This is an optimization exercise on Yosys and OpenROAD, whose aim is small area, a short achievable clock period and few clock cycles, not a production implementation.
No functional check of the RTL was part of any run shown here.
Power and IR drop assume default switching activity.

===== config.mk =====
export PLATFORM = sky130hd
export DESIGN_NAME = rectangle_subtract
export DESIGN_NICKNAME = rectangle_subtract
export VERILOG_FILES = /design/flow/design.v
export SDC_FILE = /design/flow/constraint.sdc
export NUM_CORES = 4
export LEC_CHECK = 0
export CAP_MARGIN = 20
export CORE_MARGIN = 2
export CORE_UTILIZATION = 40
export SLEW_MARGIN = 20

===== run.sh =====
#!/bin/bash
# synth_recipe.tcl (not shown) runs the flow's synth.tcl, then flattens the netlist and writes it again
# the make line also repeats each setting of config.mk as NAME=value (left out here)
make -C /OpenROAD-flow-scripts/flow DESIGN_CONFIG=/design/flow/config.mk WORK_HOME=/design/flow/orfs CLKGATE_MAP_FILE= SYNTH_SCRIPT=/design/flow/synth_recipe.tcl finish

===== design.v =====
module rs_serial (
    input  logic        i_clk,
    input  logic        i_rst_n,
    input  logic        i_load,
    input  logic [4:0]  i_pend,
    input  logic [15:0] i_x,
    input  logic [15:0] i_y,
    input  logic [15:0] i_right,
    input  logic [15:0] i_bottom,
    input  logic        i_top,
    input  logic        i_bot,
    input  logic [15:0] i_cx,
    input  logic [15:0] i_cy,
    input  logic [15:0] i_cr,
    input  logic [15:0] i_cb,
    output logic        o_valid,
    input  logic        i_ready,
    output logic [15:0] o_x,
    output logic [15:0] o_y,
    output logic [15:0] o_width,
    output logic [15:0] o_height,
    output logic [2:0]  o_side,
    output logic        o_last
);
    logic [15:0] r_x, r_y, r_r, r_b;
    logic        r_top, r_bot;
    logic [4:0]  r_cur;
    logic [4:1]  r_rest;
    logic [4:0]  ld_cur, nx_cur;
    logic [4:1]  ld_rest, nx_rest;
    function automatic logic [4:0] first(input logic [4:0] p);
        if (p[0])      first = 5'b00001;
        else if (p[1]) first = 5'b00010;
        else if (p[2]) first = 5'b00100;
        else if (p[3]) first = 5'b01000;
        else           first = {p[4], 4'b0000};
    endfunction
    assign ld_cur  = first(i_pend);
    assign ld_rest = i_pend[4:1] & ~ld_cur[4:1];
    assign nx_cur  = first({r_rest, 1'b0});
    assign nx_rest = r_rest & ~nx_cur[4:1];
    always_ff @(posedge i_clk) begin
        if (!i_rst_n) begin
            r_cur  <= '0;
            r_rest <= '0;
        end else if (i_load) begin
            r_cur  <= ld_cur;
            r_rest <= ld_rest;
        end else if (o_valid && i_ready) begin
            r_cur  <= nx_cur;
            r_rest <= nx_rest;
        end
    end
    always_ff @(posedge i_clk) begin
        if (i_load) begin
            r_x   <= i_x;
            r_y   <= i_y;
            r_r   <= i_right;
            r_b   <= i_bottom;
            r_top <= i_top;
            r_bot <= i_bot;
        end
    end
    logic lr;
    logic [15:0] wa, wb, ha;
    assign lr = r_cur[3] || r_cur[4];
    assign o_valid  = (r_cur != 5'b00000);
    assign o_last   = (r_rest == 4'b0000);
    assign o_side   = {r_cur[4], r_cur[2] || r_cur[3], r_cur[1] || r_cur[3]};
    assign o_x      = r_cur[4] ? i_cr : r_x;
    assign o_y      = r_cur[2] ? i_cb : (lr && r_top) ? i_cy : r_y;
    assign wa       = r_cur[3] ? i_cx : r_r;
    assign wb       = r_cur[4] ? i_cr : r_x;
    assign ha       = r_cur[1] ? i_cy : (lr && r_bot) ? i_cb : r_b;
    assign o_width  = wa - wb;
    assign o_height = ha - o_y;
endmodule
module rectangle_subtract (
    input  logic        i_clk,
    input  logic        i_rst_n,
    input  logic        i_rect_valid,
    output logic        o_rect_ready,
    input  logic [15:0] i_rect_x,
    input  logic [15:0] i_rect_y,
    input  logic [15:0] i_rect_width,
    input  logic [15:0] i_rect_height,
    input  logic        i_cfg_valid,
    output logic        o_cfg_ready,
    input  logic [1:0]  i_cfg_index,
    input  logic [15:0] i_cfg_data,
    output logic        o_piece_valid,
    input  logic        i_piece_ready,
    output logic [15:0] o_piece_x,
    output logic [15:0] o_piece_y,
    output logic [15:0] o_piece_width,
    output logic [15:0] o_piece_height,
    output logic [2:0]  o_piece_side,
    output logic        o_piece_last
);
    logic [15:0] r_cx, r_cy;
    logic [16:0] r_cr, r_cb;
    logic [15:0] cw, ch;
    assign cw = r_cr[15:0] - r_cx;
    assign ch = r_cb[15:0] - r_cy;
    assign o_cfg_ready = 1'b1;
    always_ff @(posedge i_clk) begin
        if (!i_rst_n) begin
            r_cx <= '0;
            r_cy <= '0;
            r_cr <= '0;
            r_cb <= '0;
        end else if (i_cfg_valid) begin
            case (i_cfg_index)
                2'd0: begin
                    r_cx <= i_cfg_data;
                    r_cr <= {1'b0, i_cfg_data} + {1'b0, cw};
                end
                2'd1: begin
                    r_cy <= i_cfg_data;
                    r_cb <= {1'b0, i_cfg_data} + {1'b0, ch};
                end
                2'd2: r_cr <= {1'b0, r_cx} + {1'b0, i_cfg_data};
                default: r_cb <= {1'b0, r_cy} + {1'b0, i_cfg_data};
            endcase
        end
    end
    logic [16:0] in_rr, in_rb;
    logic        in_top, in_bot, in_left, in_right, in_cont, in_ovl, in_hpos;
    logic [4:0]  in_pend;
    assign in_rr    = {1'b0, i_rect_x} + {1'b0, i_rect_width};
    assign in_rb    = {1'b0, i_rect_y} + {1'b0, i_rect_height};
    assign in_top   = r_cy > i_rect_y;
    assign in_left  = r_cx > i_rect_x;
    assign in_bot   = in_rb > r_cb;
    assign in_right = in_rr > r_cr;
    assign in_cont  = !in_top && !in_left && !in_bot && !in_right;
    assign in_ovl   = (in_rr > {1'b0, r_cx}) && (in_rb > {1'b0, r_cy})
                      && ({1'b0, i_rect_x} < r_cr) && ({1'b0, i_rect_y} < r_cb);
    assign in_hpos  = (r_cb != {1'b0, r_cy}) && (i_rect_height != 16'd0);
    assign in_pend  = in_cont ? 5'b00000 :
                      !in_ovl ? 5'b00001 :
                      {in_right && in_hpos, in_left && in_hpos, in_bot, in_top, 1'b0};
    logic       take, rfree, accept, busy;
    logic       r_cq;
    rs_serial u_rs_serial (
        .i_clk    (i_clk),
        .i_rst_n  (i_rst_n),
        .i_load   (accept),
        .i_pend   (in_pend),
        .i_x      (i_rect_x),
        .i_y      (i_rect_y),
        .i_right  (in_rr[15:0]),
        .i_bottom (in_rb[15:0]),
        .i_top    (in_top),
        .i_bot    (in_bot),
        .i_cx     (r_cx),
        .i_cy     (r_cy),
        .i_cr     (r_cr[15:0]),
        .i_cb     (r_cb[15:0]),
        .o_valid  (o_piece_valid),
        .i_ready  (i_piece_ready),
        .o_x      (o_piece_x),
        .o_y      (o_piece_y),
        .o_width  (o_piece_width),
        .o_height (o_piece_height),
        .o_side   (o_piece_side),
        .o_last   (o_piece_last)
    );
    assign take         = o_piece_valid && i_piece_ready;
    assign rfree        = !o_piece_valid || (take && o_piece_last);
    assign accept       = i_rect_valid && rfree;
    assign o_rect_ready = rfree || r_cq;
    always_ff @(posedge i_clk) begin
        if (!i_rst_n) begin
            r_cq <= 1'b0;
        end else begin
            r_cq <= i_rect_valid && !o_rect_ready && in_cont;
        end
    end
endmodule

===== constraint.sdc =====
create_clock -name core_clock -period 5.0 [get_ports {i_clk}]
set_input_delay 1.0000 -clock core_clock [delete_from_list [all_inputs] [get_ports {i_clk}]]
set_output_delay 1.0000 -clock core_clock [all_outputs]
set_load 0.01 [all_outputs]

==> flow_metrics.py, run 1 <==
metrics = {
    "placement": {
        "hpwl_um": 38200,
        "placedCellCount": 2561,
        "dp_slack_ns": -0.735,
        "placed_cell_area_um2": 17800,
        "portBuffers": 156,
        "routabilityCongestion": 0.900,
    },
    "yosys": {
        "synth_top_family_by_area": "adder cells",
        "synth_cells": 1826,
        "ys_seq_area_share_pct": 23.9,
        "synthXorXnorAreaFrac_pct": 5.67,
        "synth-main-ff-cell": "dfxtp_1",
        "synth_common_cells": "ha_1, nand2_1, a21oi_1",
        "syn_area_um2": 14700,
        "synth-simple-area-share_pct": 17.7,
        "synthAdderAreaFrac_pct": 22.6,
        "yosys.area.top_type_share_pct": 21.5,
        "synth_compound_area_share_pct": 21.6,
        "yosysWarnings": 2,
        "syn_nets": 2173,
        "async_flop_share_pct": 0,
        "synth_area_leaders": "ha_1, edfxtp_1, dfxtp_1",
        "post-synth-top-area-cell": "ha_1",
        "yosys_register_bits": 142,
        "synth.avg_cell_area_um2": 8.03,
        "ys_types": 77,
        "synth.most_common_cell": "ha_1",
        "synth_edf_count": 66,
        "synthMuxAreaShare_pct": 2.61,
    },
    "clock_network": {
        "clock_sinks": 142,
        "cts_hold_buf": 0,
        "clk_latency_ns": 0.43,
        "clock-root-buffer": "clkbuf_16",
        "cts_max_path_buffers": 2,
        "cts_tree": "yes",
        "path_clk_slew_ns": 0.06,
        "cts_buffers": 17,
        "h-tree-depth": 4,
    },
    "floorplan": {
        "die_area_um2": 38200,
        "initial_core_util_pct": 40.3,
        "placementRows": 70,
        "design.portCount": 158,
        "core_um2": 36300,
        "die_y_um": 195,
        "die_x_um": 195,
    },
    "detailed_routing": {
        "routedWlPerCell_um": 18.1,
        "drc_errors": 0,
        "wl_um": 47200,
        "vias_per_cell": 5.41,
        "dr.first_iter.drc_count": 815,
        "ant_nets": 0,
        "firstDrtPassIters": 6,
        "route.vias.total": 14100,
    },
    "timing": {
        "setup_slack_ns": 0.136,
        "fmax_ghz": 0.206,
        "tns_ns": 0,
        "hold_viol": 0,
        "worstMarginPinSlew_ns": 0.780,
        "rsz0062_at_grt": "true",
        "fin_crit_ns": 4.86,
        "timing.final.crit_share_pct": 97.3,
        "timing.hold.ws_ns": 0.502,
        "fin_skew_ns": 0.0150,
        "setup_violations": 0,
        "slew_headroom_pct": 47.9,
        "slew_violations": 0,
    },
    "critical_path": {
        "worstSetupEndpointType": "output port",
        "cp-start-kind": "flop",
        "path_delay_family": "compound AO/OA/AOI/OAI gates",
        "rr_endpoint": "r_cr[13]",
        "worst_ep_required_time_ns": 4.00,
        "cp-startpoint": "u_rs_serial.r_cur[4]",
        "crit_end": "o_piece_height[14]",
        "critPathMaxStageDelay_ns": 0.37,
        "worstPathCellList": "o21ai_4 -> buf_4 -> nor2_1 -> a21oi_2 -> o21ai_2 -> ha_2 -> fa_2 -> nor2b_1 -> o21ai_1 -> a21boi_1 -> o21ai_2 -> a211oi_1 -> buf_4 -> nor3_1 -> o41ai_2 -> a21oi_1 -> xnor2_1 -> clkdlybuf4s15_2",
        "worst-setup-path-type": "flop to output port",
        "critPathSlowestCell": "dfxtp_4",
        "rr_startpoint": "r_cx[0]",
        "r2r_slack_ns": 0.48,
        "rr_worst_depth": 19,
        "path_max_fanout": 3,
        "cp.depth": 18,
        "worstPathBufferInverterCount": 3,
        "arrival_ns": 3.86,
    },
    "final_layout": {
        "drive_gt1_share_pct": 13.4,
        "nets": 2468,
        "areaGrowthSynthToFinish_pct": 27.7,
        "fillCellCount": 3537,
        "final_cells": 2606,
        "final_design_area_no_fill_um2": 18700,
    },
    "power": {
        "p_int_mw": 4.51,
        "netSwitchingFraction_pct": 41.4,
        "p_comb_share_pct": 64.6,
        "seqPwrFrac_pct": 19.6,
        "p_leak_nw": 8.14,
        "p_switching_mw": 3.19,
        "clkPwrFrac_pct": 15.8,
        "power_density_nw_per_um2": 411,
        "vdd_ir_drop_max_mv": 0.261,
    },
    "grt": {
        "grt_pass1_vias": 14200,
        "gr-usage-all-layers_pct": 24.4,
        "grt_overflow": 0,
        "grt_antenna_before_repair": 5,
        "grt_max_degree": 43,
        "grt_pass1_wl_um": 73600,
    },
    "outcome": {
        "status": "complete, no violations",
    },
    "run": {
        "cap_violations": 0,
    },
    "worst_hold_path": {
        "hold_path.class": "flop to flop",
    },
}
==> registers in the layout (all words and copies together) (netlist names) <==
signal / flops
u_rs_serial.r_top: 1
u_rs_serial.r_y: 16
u_rs_serial.r_cur: 5
u_rs_serial.r_b: 16
r_cr: 17
u_rs_serial.r_bot: 1
r_cy: 16
u_rs_serial.r_r: 16
r_cq: 1
u_rs_serial.r_rest: 4
u_rs_serial.r_x: 16
r_cb: 17
r_cx: 16
==> final cells by class <==
class | count | area (um^2) | area share (%)
diodes | 4 | 10.0 | 0.0535
clock buffers | 20 | 458 | 2.45
clock inverters | 12 | 82.6 | 0.441
multi-input cells | 1462 | 10500 | 56.3
well taps | 468 | 586 | 3.13
inverters | 173 | 654 | 3.50
repair buffers | 325 | 2880 | 15.4
flip-flops and latches | 142 | 3510 | 18.8
==> power groups by stage <==
stage | registers, mW | clock network, mW | logic [mW]
after floorplan | 1.48 | 0 | 3.00
after global placement | 1.52 | 0 | 4.78
after detailed placement | 1.53 | 0 | 4.86
after CTS | 1.51 | 1.24 | 4.93
after global routing | 1.53 | 1.27 | 5.47
final | 1.51 | 1.22 | 4.97
==> placed cells by master, fill, tap and decap left out, types with 12 or more instances in the layout <==
cell	count
a211oi_1	22
a21o_1	52
a21oi_1	187
a31oi_1	12
buf_4	163
clkbuf_16	18
clkdlybuf4s50_1	142
dfxtp_1	73
edfxtp_1	66
ha_1	248
inv_1	169
mux2_2	18
mux2i_1	15
nand2_1	218
nand2b_1	23
nand3_1	39
nand4_1	27
nor2_1	129
nor2b_1	30
nor3_1	24
o21a_1	38
o21ai_0	74
o21ai_1	18
or3_1	14
xnor2_1	71
xor2_1	21
==> how the worst min path moves through the flow <==
stage                                        to  cells after the start  slack, ns             startpoint
final                                   r_cr[8]                      2       0.50                r_cr[8]
after global routing                       r_cq                      2       0.52                   r_cq
after CTS                                  r_cq                      2       0.50                   r_cq
after detailed placement                   r_cq                      2       0.49                   r_cq
after global placement                  r_cr[8]                      2       0.49                r_cr[8]
after floorplan           u_rs_serial.r_rest[4]                      2       0.46  u_rs_serial.r_rest[4]
==> cell families after synthesis <==
| group | count (synthesis) |
|---|---|
| AND/OR/NAND/NOR | 559 |
| AO/OA/AOI/OAI | 511 |
| adder cells (fa/ha/maj) | 260 |
| buffers and inverters | 222 |
| flip-flops | 142 |
| XOR/XNOR | 95 |
| multiplexers | 36 |
| other | 1 |
==> metal layers <==
metal  part of all wire [%]  global-route usage, %  vias to the layer above
li1                       -                      -                     7120
met1                     44                   29.5                     6599
met2                     49                   44.5                      317
met3                    3.1                   2.25                       70
met4                    3.6                   9.56                        2
met5                  0.028                      0                        -
==> repair_timing <==
item                       4_1_cts  5_1_grt
setup buffers                    5        4
gates resized for setup         39       51
pin swaps                        7       31
setup endpoints to repair       18       16
==> worst reg2reg max path: cells and delay by family, from the launching register on <==
kind	cells	cell delay (ns)
and+or+nand+nor	4	0.84
buffers and inverters	2	0.22
DFF	1	0.36
xor gates and xnor gates	2	0.36
adders and majority gates	3	0.78
AOI/OAI and AO/OA	8	1.88
==> stage by stage <==
stage               utilization (%)  power (mW)
global route                   51.5        8.27
floorplan                         -        4.48
CTS                            50.9        7.68
finish                         51.5        7.70
detailed placement             49.1        6.39
global placement               49.1        6.30
==> inputs of run 2 (changes only) <==
--- a/design.v
+++ b/design.v
@@ -72,8 +72,63 @@
     assign wa       = r_cur[3] ? i_cx : r_r;
     assign wb       = r_cur[4] ? i_cr : r_x;
     assign ha       = r_cur[1] ? i_cy : (lr && r_bot) ? i_cb : r_b;
-    assign o_width  = wa - wb;
-    assign o_height = ha - o_y;
+    logic [16:0] ws, hs;
+    rs_add #(.N(16)) u_w (.i_a(wa), .i_b(~wb), .i_cin(1'b1), .o_s(ws));
+    rs_add #(.N(16)) u_h (.i_a(ha), .i_b(~o_y), .i_cin(1'b1), .o_s(hs));
+    assign o_width  = ws[15:0];
+    assign o_height = hs[15:0];
+endmodule
+module rs_carry #(
+    parameter int N = 16
+) (
+    input  logic [N-1:0] i_g,
+    input  logic [N-1:0] i_p,
+    input  logic         i_cin,
+    output logic [N:0]   o_c
+);
+    localparam int L = $clog2(N + 1);
+    logic [N:0] g [0:L];
+    logic [N:0] p [0:L];
+    always_comb begin
+        g[0] = {i_g, i_cin};
+        p[0] = {i_p, 1'b0};
+        for (int l = 0; l < L; l++) begin
+            for (int i = 0; i <= N; i++) begin
+                if (((i >> l) & 1) == 1) begin
+                    g[l+1][i] = g[l][i] | (p[l][i] & g[l][((i >> l) << l) - 1]);
+                    p[l+1][i] = p[l][i] & p[l][((i >> l) << l) - 1];
+                end else begin
+                    g[l+1][i] = g[l][i];
+                    p[l+1][i] = p[l][i];
+                end
+            end
+        end
+        o_c = g[L];
+    end
+endmodule
+module rs_add #(
+    parameter int N = 16
+) (
+    input  logic [N-1:0] i_a,
+    input  logic [N-1:0] i_b,
+    input  logic         i_cin,
+    output logic [N:0]   o_s
+);
+    logic [N:0] c;
+    rs_carry #(.N(N)) u_c (.i_g(i_a & i_b), .i_p(i_a ^ i_b), .i_cin(i_cin), .o_c(c));
+    assign o_s = {c[N], (i_a ^ i_b) ^ c[N-1:0]};
+endmodule
+module rs_cmp #(
+    parameter int N = 16
+) (
+    input  logic [N-1:0] i_a,
+    input  logic [N-1:0] i_b,
+    input  logic         i_ge,
+    output logic         o_gt
+);
+    logic [N:0] c;
+    rs_carry #(.N(N)) u_c (.i_g(i_a & ~i_b), .i_p(i_a | ~i_b), .i_cin(i_ge), .o_c(c));
+    assign o_gt = c[N];
 endmodule
 module rectangle_subtract (
     input  logic        i_clk,
@@ -100,8 +155,18 @@
     logic [15:0] r_cx, r_cy;
     logic [16:0] r_cr, r_cb;
     logic [15:0] cw, ch;
-    assign cw = r_cr[15:0] - r_cx;
-    assign ch = r_cb[15:0] - r_cy;
+    logic [16:0] cw_s, ch_s, ncr, ncb;
+    logic        wx, wy;
+    rs_add #(.N(16)) u_cw (.i_a(r_cr[15:0]), .i_b(~r_cx), .i_cin(1'b1), .o_s(cw_s));
+    rs_add #(.N(16)) u_ch (.i_a(r_cb[15:0]), .i_b(~r_cy), .i_cin(1'b1), .o_s(ch_s));
+    assign cw = cw_s[15:0];
+    assign ch = ch_s[15:0];
+    assign wx = (i_cfg_index == 2'd0);
+    assign wy = (i_cfg_index == 2'd1);
+    rs_add #(.N(16)) u_ncr (.i_a(wx ? i_cfg_data : r_cx), .i_b(wx ? cw : i_cfg_data),
+                            .i_cin(1'b0), .o_s(ncr));
+    rs_add #(.N(16)) u_ncb (.i_a(wy ? i_cfg_data : r_cy), .i_b(wy ? ch : i_cfg_data),
+                            .i_cin(1'b0), .o_s(ncb));
     assign o_cfg_ready = 1'b1;
     always_ff @(posedge i_clk) begin
         if (!i_rst_n) begin
@@ -113,29 +178,33 @@
             case (i_cfg_index)
                 2'd0: begin
                     r_cx <= i_cfg_data;
-                    r_cr <= {1'b0, i_cfg_data} + {1'b0, cw};
+                    r_cr <= ncr;
                 end
                 2'd1: begin
                     r_cy <= i_cfg_data;
-                    r_cb <= {1'b0, i_cfg_data} + {1'b0, ch};
+                    r_cb <= ncb;
                 end
-                2'd2: r_cr <= {1'b0, r_cx} + {1'b0, i_cfg_data};
-                default: r_cb <= {1'b0, r_cy} + {1'b0, i_cfg_data};
+                2'd2: r_cr <= ncr;
+                default: r_cb <= ncb;
             endcase
         end
     end
     logic [16:0] in_rr, in_rb;
     logic        in_top, in_bot, in_left, in_right, in_cont, in_ovl, in_hpos;
     logic [4:0]  in_pend;
-    assign in_rr    = {1'b0, i_rect_x} + {1'b0, i_rect_width};
-    assign in_rb    = {1'b0, i_rect_y} + {1'b0, i_rect_height};
-    assign in_top   = r_cy > i_rect_y;
-    assign in_left  = r_cx > i_rect_x;
-    assign in_bot   = in_rb > r_cb;
-    assign in_right = in_rr > r_cr;
+    logic        ov_l, ov_t, ov_r, ov_b;
+    rs_add #(.N(16)) u_rr (.i_a(i_rect_x), .i_b(i_rect_width), .i_cin(1'b0), .o_s(in_rr));
+    rs_add #(.N(16)) u_rb (.i_a(i_rect_y), .i_b(i_rect_height), .i_cin(1'b0), .o_s(in_rb));
+    rs_cmp #(.N(16)) u_top (.i_a(r_cy), .i_b(i_rect_y), .i_ge(1'b0), .o_gt(in_top));
+    rs_cmp #(.N(16)) u_lft (.i_a(r_cx), .i_b(i_rect_x), .i_ge(1'b0), .o_gt(in_left));
+    rs_cmp #(.N(17)) u_bot (.i_a(in_rb), .i_b(r_cb), .i_ge(1'b0), .o_gt(in_bot));
+    rs_cmp #(.N(17)) u_rgt (.i_a(in_rr), .i_b(r_cr), .i_ge(1'b0), .o_gt(in_right));
+    rs_cmp #(.N(17)) u_ovl (.i_a(in_rr), .i_b({1'b0, r_cx}), .i_ge(1'b0), .o_gt(ov_l));
+    rs_cmp #(.N(17)) u_ovt (.i_a(in_rb), .i_b({1'b0, r_cy}), .i_ge(1'b0), .o_gt(ov_t));
+    rs_cmp #(.N(17)) u_ovr (.i_a(r_cr), .i_b({1'b0, i_rect_x}), .i_ge(1'b0), .o_gt(ov_r));
+    rs_cmp #(.N(17)) u_ovb (.i_a(r_cb), .i_b({1'b0, i_rect_y}), .i_ge(1'b0), .o_gt(ov_b));
     assign in_cont  = !in_top && !in_left && !in_bot && !in_right;
-    assign in_ovl   = (in_rr > {1'b0, r_cx}) && (in_rb > {1'b0, r_cy})
-                      && ({1'b0, i_rect_x} < r_cr) && ({1'b0, i_rect_y} < r_cb);
+    assign in_ovl   = ov_l && ov_t && ov_r && ov_b;
     assign in_hpos  = (r_cb != {1'b0, r_cy}) && (i_rect_height != 16'd0);
     assign in_pend  = in_cont ? 5'b00000 :
                       !in_ovl ? 5'b00001 :
--- a/config.mk
+++ b/config.mk
@@ -5,6 +5,7 @@
 export SDC_FILE = /design/flow/constraint.sdc
 export NUM_CORES = 4
 export LEC_CHECK = 0
+export ABC_AREA = 1
 export CAP_MARGIN = 20
 export CORE_MARGIN = 2
 export CORE_UTILIZATION = 40
==> run 2 against run 1 <==
Net effect:
- clock-buffer cell count did not move
- worst hold slack got worse by 0.019 ns
- critical path depth rose by 4
- synthesized cell count rose by 8.4%
- clock skew barely moved
- combinational power rose by 38%
- flip-flop and latch count did not move
- maximum frequency rose by 3.5%
- largest power group unchanged
- highest routed layer is now met4
==> flow_metrics.py, run 2 <==
metrics = {
    "outcome": {
        "status": "complete, no violations",
    },
    "worst_hold_path": {
        "hold_path.class": "flop to flop",
        "hold_depth": 2,
    },
    "yosys": {
        "synth_edf_count": 66,
        "yosys_register_bits": 142,
        "yosysWarnings": 8,
        "synth_common_cells": "nand2_1, inv_1, o21ai_0",
        "syn_nets": 2215,
        "async_flop_share_pct": 0,
        "post-synth-top-area-cell": "edfxtp_1",
        "ys_seq_area_share_pct": 25.9,
        "synth_cells": 1980,
        "synth-main-ff-cell": "dfxtp_1",
        "synth.most_common_cell": "nand2_1",
        "yosys.area.top_type_share_pct": 14.7,
        "synth_area_leaders": "edfxtp_1, nand2_1, dfxtp_1",
        "synth.avg_cell_area_um2": 6.82,
        "syn_area_um2": 13500,
        "ys_types": 48,
    },
    "detailed_routing": {
        "wl_um": 42800,
        "vias_per_cell": 5.26,
        "routedWlPerCell_um": 16.4,
        "ant_nets": 0,
        "route.vias.total": 13700,
        "drc_errors": 0,
        "firstDrtPassIters": 6,
        "dr.first_iter.drc_count": 1156,
    },
    "timing": {
        "slew_headroom_pct": 45.2,
        "tns_ns": 0,
        "hold_viol": 0,
        "timing.final.crit_share_pct": 94.0,
        "setup_violations": 0,
        "setup_slack_ns": 0.302,
        "worstMarginPinSlew_ns": 0.817,
        "fin_skew_ns": 0.0147,
        "fmax_ghz": 0.213,
        "slew_violations": 0,
        "fin_crit_ns": 4.70,
    },
    "power": {
        "p_leak_nw": 7.89,
        "total_power_mw": 9.80,
        "vdd_ir_drop_max_mv": 0.653,
        "power_density_nw_per_um2": 595,
    },
    "final_layout": {
        "drive_gt1_share_pct": 6.84,
        "top_regs": "r_cb (17), r_cr (17)",
        "fin_util_pct": 49.3,
        "final_cell_mix": "nand2_1, inv_1, o21ai_0",
        "insertedDiodeCount": 0,
        "areaGrowthSynthToFinish_pct": 21.8,
        "nets": 2385,
        "final_common_cell": "nand2_1",
    },
    "floorplan": {
        "placementRows": 67,
        "die_y_um": 188,
        "core_um2": 33400,
        "die_area_um2": 35300,
        "design.portCount": 158,
        "die_x_um": 188,
        "initial_core_util_pct": 40.5,
    },
    "critical_path": {
        "cp-start-kind": "flop",
        "worstSetupEndpointType": "output port",
        "path_max_fanout": 9,
        "rr_worst_depth": 26,
        "crit_path_frequent_cell": "nand3_1",
        "path_delay_family": "compound AO/OA/AOI/OAI gates",
        "worstPathBufferInverterCount": 4,
        "cp.depth": 22,
        "critPathSlowestCell": "dfxtp_1",
        "arrival_ns": 3.70,
        "worst_ep_required_time_ns": 4.00,
        "worstPathCellList": "inv_2 -> nand2_2 -> nand2_2 -> inv_4 -> o211ai_1 -> o21ai_0 -> inv_1 -> ha_1 -> nand3_1 -> nand2_1 -> nand3_1 -> nand2_1 -> a21oi_2 -> o21bai_1 -> nand3_1 -> nand2_1 -> a21oi_2 -> o21bai_2 -> nand3_1 -> o21a_1 -> xor2_1 -> dlygate4sd2_1",
        "critPathMaxStageDelay_ns": 0.36,
        "worst-setup-path-type": "flop to output port",
    },
    "placement": {
        "portBuffers": 156,
        "dp_slack_ns": -0.0229,
        "routabilityCongestion": 0.892,
        "hpwl_um": 33800,
    },
    "clock_network": {
        "clock-root-buffer": "clkbuf_16",
        "cts_max_path_buffers": 2,
        "clock_sinks": 142,
        "h-tree-depth": 4,
        "cts_tree": "yes",
        "cts_buffers": 17,
        "path_clk_slew_ns": 0.07,
        "clk_latency_ns": 0.44,
    },
    "run": {
        "cap_violations": 0,
    },
    "grt": {
        "grt_max_degree": 66,
        "gr-usage-all-layers_pct": 24.3,
        "grt_antenna_before_repair": 0,
        "grt_pass1_vias": 13200,
        "grt_overflow": 0,
        "grt_pass1_wl_um": 68700,
    },
}
[run 2: path summary, 6_finish.rpt]
kind                           end             startpoint  slack [ns]
max             o_piece_height[15]   u_rs_serial.r_cur[3]        0.30
min          u_rs_serial.r_rest[1]  u_rs_serial.r_rest[1]        0.48
max reg2reg               r_cb[15]                r_cy[1]        0.47
min reg2reg  u_rs_serial.r_rest[1]  u_rs_serial.r_rest[1]        0.48
[run 2: layout make-up]
type	count	area (um^2)
flip-flops and latches	142	3500
clock buffers	20	458
clock inverters	12	133
repair buffers	200	1920
fillers	3395	16900
multi-input cells	1442	8580
inverters	347	1310
well taps	448	561
[run 2: timing repair]
| item | CTS | global route |
|---|---|---|
| hold buffers | 0 | 0 |
| endpoints found under the setup margin | 8 | 14 |
| pin swaps | 2 | 7 |
| endpoints found under the hold margin | 0 | 0 |
| buffers inserted | 1 | 6 |
| resized for setup | 8 | 24 |
[run 2: routing by layer]
layer | share of wire (%) | track usage, % | vias to the layer above
li1 | - | - | 6942
met1 | 45 | 31.6 | 6308
met2 | 48 | 42.1 | 429
met3 | 5.1 | 3.22 | 54
met4 | 2.2 | 7.09 | 0
met5 | 0 | 0 | -
[run 2: cells by family after synthesis]
| kind of cell | Yosys count | share of synthesized area (%) |
|---|---|---|
| XOR/XNOR | 61 | 3.95 |
| AND/OR/NAND/NOR | 712 | 22.4 |
| buffers and inverters | 396 | 11.1 |
| other | 1 | 0.0278 |
| flip-flops | 142 | 25.9 |
| adder cells (fa/ha/maj) | 149 | 15.3 |
| AO/OA/AOI/OAI | 519 | 21.3 |
[run 2: worst reg2reg max path, delay by kind of cell (launching register included)]
kind | cells | cell delay [ns]
AND/OR/NAND/NOR | 11 | 1.08
AO/OA/AOI/OAI | 8 | 1.40
buffers and inverters | 3 | 0.38
XOR/XNOR | 1 | 0.11
adder cells (fa/ha/maj) | 3 | 1.05
flip-flops | 1 | 0.42
[run 2: metrics by stage]
step | area (um^2) | hold slack, ns | instances
final | 16500 | 0.482 | 2611
after global routing | 16500 | 0.506 | 2611
after detailed placement | 15700 | 0.472 | 2572
after CTS | 16400 | 0.482 | 2605
after global placement | 15700 | 0.471 | 2572
after floorplan | 13500 | 0.445 | 1980
[run 2: where the power goes]
| part | internal (mW) | switching (mW) | total (mW) |
|---|---|---|---|
| Sequential | 1.52 | 0.117 | 1.63 |
| Clock | 0.768 | 0.553 | 1.32 |
| Combinational | 3.23 | 3.61 | 6.84 |
==> inputs of run 3 (changes only) <==
--- a/config.mk
+++ b/config.mk
@@ -5,8 +5,9 @@
 export SDC_FILE = /design/flow/constraint.sdc
 export NUM_CORES = 4
 export LEC_CHECK = 0
-export ABC_AREA = 1
+export ABC_CLOCK_PERIOD_IN_PS = 3000
 export CAP_MARGIN = 20
 export CORE_MARGIN = 2
 export CORE_UTILIZATION = 40
+export SETUP_SLACK_MARGIN = 2.0
 export SLEW_MARGIN = 20
==> run 3 against run 2 <==
Net effect:
- worst hold slack improved by 0.011 ns
- clock-buffer cell count increased by 1
- largest power group unchanged
- critical path depth decreased by 5
- via count decreased by 2.2%
- sequential share of layout area decreased by 3.6 points
- die area decreased by 0.81%
- clock skew decreased by 0.0013 ns
- first-iteration DRC count decreased by 23%
- core utilization increased by 11 points
- still clean
- global-route usage decreased by 0.14 points
- power decreased by 36%
==> flow_metrics.py, run 3 <==
metrics = {
    "outcome": {
        "status": "complete, no violations",
    },
    "critical_path": {
        "cp-start-kind": "flop",
        "r2r_slack_ns": 0.41,
        "worstPathBufferInverterCount": 2,
        "path_max_fanout": 6,
        "path_delay_family": "compound AO/OA/AOI/OAI gates",
        "critPathMaxStageDelay_ns": 0.37,
        "worst-setup-path-type": "flop to output port",
        "worstSetupEndpointType": "output port",
        "rr_endpoint": "r_cb[15]",
        "rr_startpoint": "r_cy[1]",
        "worstPathCellList": "o21ai_4 -> buf_6 -> mux2i_1 -> o21ai_1 -> ha_1 -> o21ai_2 -> a21boi_1 -> o21ai_1 -> a21boi_2 -> o21ai_2 -> a21boi_1 -> o21a_1 -> o221a_4 -> a211o_1 -> a21oi_2 -> xnor2_1 -> buf_2",
        "arrival_ns": 3.89,
        "worst_ep_required_time_ns": 4.00,
        "critPathSlowestCell": "dfxtp_4",
        "rr_worst_depth": 20,
    },
    "floorplan": {
        "die_y_um": 187,
        "design.portCount": 158,
        "placementRows": 67,
        "core_um2": 33300,
        "die_area_um2": 35000,
        "die_x_um": 187,
        "initial_core_util_pct": 40.3,
    },
    "yosys": {
        "post-synth-top-area-cell": "edfxtp_1",
        "yosysWarnings": 8,
        "syn_area_um2": 13400,
        "synth.avg_cell_area_um2": 8.16,
        "synth_edf_count": 66,
        "async_flop_share_pct": 0,
        "synth-main-ff-cell": "dfxtp_1",
        "syn_nets": 1876,
        "synth.most_common_cell": "nand2_1",
        "yosys_register_bits": 142,
        "ys_types": 81,
        "synth_area_leaders": "edfxtp_1, dfxtp_1, ha_1",
        "ys_seq_area_share_pct": 26.1,
        "yosys.area.top_type_share_pct": 14.8,
        "synth_common_cells": "nand2_1, inv_1, nor2_1",
        "synth_cells": 1641,
    },
    "placement": {
        "portBuffers": 156,
        "hpwl_um": 31600,
        "dp_slack_ns": -0.436,
        "routabilityCongestion": 0.866,
    },
    "clock_network": {
        "cts_max_path_buffers": 2,
        "clock_sinks": 142,
        "cts_buffers": 17,
        "cts_hold_buf": 0,
        "path_clk_slew_ns": 0.06,
        "clk_latency_ns": 0.43,
        "clock-root-buffer": "clkbuf_16",
        "cts_tree": "yes",
        "h-tree-depth": 4,
    },
    "power": {
        "power_density_nw_per_um2": 317,
        "vdd_ir_drop_max_mv": 0.243,
        "p_leak_nw": 8.71,
    },
    "timing": {
        "setup_violations": 0,
        "fin_crit_ns": 4.89,
        "hold_viol": 0,
        "fmax_ghz": 0.205,
        "rsz0062_at_grt": "true",
        "tns_ns": 0,
        "slew_headroom_pct": 24.0,
        "setup_slack_ns": 0.112,
        "fin_skew_ns": 0.0133,
        "slew_violations": 0,
        "worstMarginPinSlew_ns": 1.13,
        "timing.final.crit_share_pct": 97.8,
    },
    "grt": {
        "grt_pass1_wl_um": 68600,
        "grt_max_degree": 71,
        "grt_pass1_vias": 13200,
        "gr-usage-all-layers_pct": 24.2,
        "grt_overflow": 0,
        "grt_antenna_before_repair": 2,
    },
    "detailed_routing": {
        "route.vias.total": 13400,
        "firstDrtPassIters": 7,
        "drc_errors": 0,
        "ant_nets": 0,
        "wl_um": 43700,
        "vias_per_cell": 5.41,
        "dr.first_iter.drc_count": 889,
        "routedWlPerCell_um": 17.6,
    },
    "worst_hold_path": {
        "hold_path.class": "flop to flop",
        "hold_depth": 2,
        "hold_end": "r_cr[0]",
        "min-delay-start": "r_cr[0]",
    },
    "run": {
        "cap_violations": 0,
    },
    "final_layout": {
        "final_cell_mix": "buf_4, nand2_1, inv_1",
        "final_common_cell": "buf_4",
        "nets": 2256,
        "top_regs": "r_cb (17), r_cr (17)",
        "drive_gt1_share_pct": 32.6,
        "fillCellCount": 2908,
        "areaGrowthSynthToFinish_pct": 48.9,
    },
}
[run 3: cell count changes in the layout (fill, tap and decap cells not counted), moves of 43 or more]
cell | before | now
mux2i_1 | 0 | 43
nand3_1 | 123 | 12
inv_1 | 332 | 150
o21ai_0 | 230 | 77
nand2_1 | 412 | 179
clkdlybuf4s50_1 | 149 | 41
buf_4 | 41 | 197
a21oi_1 | 152 | 72
buf_6 | 2 | 73
[run 3: where the power goes]
part,switching (mW),total (mW),internal [mW]
clock network,0.551,1.50,0.950
registers,0.110,1.46,1.35
logic,1.64,3.36,1.72
[run 3: tightest hold or removal path, delay by kind of cell (launching register included)]
kind            cells  cell delay [ns]
compound gates      1             0.05
simple gates        1             0.06
flops               1             0.34
[run 3: logic make-up (layout without fill, tap and decap cells)]
logic type | count (synthesis) | after routing | synth area share (%)
xor+xnor | 79 | 79 | 5.16
mux | 73 | 73 | 5.59
buf+inv | 228 | 621 | 6.64
flops | 142 | 142 | 26.1
simple gates | 483 | 483 | 16.6
other cells | 1 | 3 | 0.0280
fa+ha+maj | 172 | 172 | 17.2
compound gates | 463 | 463 | 22.6
[run 3: worst max-delay path by stage]
stage                               startpoint                    end  cells after the start  slack (ns)
after global placement             i_rect_x[1]  u_rs_serial.r_rest[4]                     19       -0.39
final                     u_rs_serial.r_cur[3]     o_piece_height[15]                     17        0.11
after CTS                 u_rs_serial.r_cur[4]     o_piece_height[14]                     18        0.08
after detailed placement           i_rect_x[1]  u_rs_serial.r_rest[4]                     19       -0.44
after global routing      u_rs_serial.r_cur[3]     o_piece_height[15]                     18       -0.12
after floorplan                i_rect_width[4]   u_rs_serial.r_cur[4]                     18        0.45
[run 3: layout make-up]
type	instances	area, um^2	area share (%)
Clock buffer	21	482	2.41
Sequential cell	142	3530	17.7
Multi-Input combinational cell	1271	10700	53.5
Tap cell	448	561	2.81
Timing Repair Buffer	423	3860	19.3
Inverter	166	639	3.20
Antenna cell	2	5.00	0.0251
Clock inverter	11	201	1.01
[run 3: stage by stage]
stage	std cells	util, %	hold slack (ns)	area [um^2]	total power, mW
floorplan	1641	-	0.452	14000	3.18
global placement	2319	50.3	0.492	16700	4.22
detailed placement	2319	50.3	0.493	16700	4.25
CTS	2430	55.7	0.497	18500	5.97
global route	2484	60.0	0.522	20000	6.70
finish	2484	60.0	0.493	20000	6.32
[run 3: timing repair]
action	in CTS	in global routing
pin swaps	123	124
resized for setup	338	321
setup endpoints to repair	181	175
buffers inserted	79	52
[run 3: per-layer routing]
metal	vias up	wire, um	global-route usage [%]
met5	-	0	0
met3	45	1690	2.95
met2	318	21000	41.4
met4	0	824	6.75
li1	6626	-	-
met1	6445	20100	32.1

-- separate check: timing with driven ports --
The flow's constraints put no driver on any port. The routed layouts listed below were extracted and timed again, unchanged, in two steps. Step 1, drivers: a clkbuf_16 drives i_clk and a buf_2 each remaining input, both assumed. Step 2, shift: input delay + t, output delay - t, t = (earliest + latest rising clock arrival at the registers) / 2. This alone moves slack from input paths to output paths. Slacks: no drivers / after step 1 / after step 2; pairs: no drivers / after step 1.
run | shift t [ns] | setup WS [ns] | worst register clock-pin slew, ns | cell pins on the clock port's net
run 1 | 0.475 | 0.136 / 0.085 / -0.265 | 0.07 / 0.07 | 1
run 2 | 0.488 | 0.302 / 0.250 / -0.032 | 0.07 / 0.07 | 1
run 3 | 0.476 | 0.112 / 0.061 / 0.113 | 0.07 / 0.07 | 1
With both steps, setup timing fails in run 1 and run 2, where it was met with ideal ports. The setup slack of run 1, which loses most, moves by -0.051 ns with the drivers and by -0.401 ns with both steps.
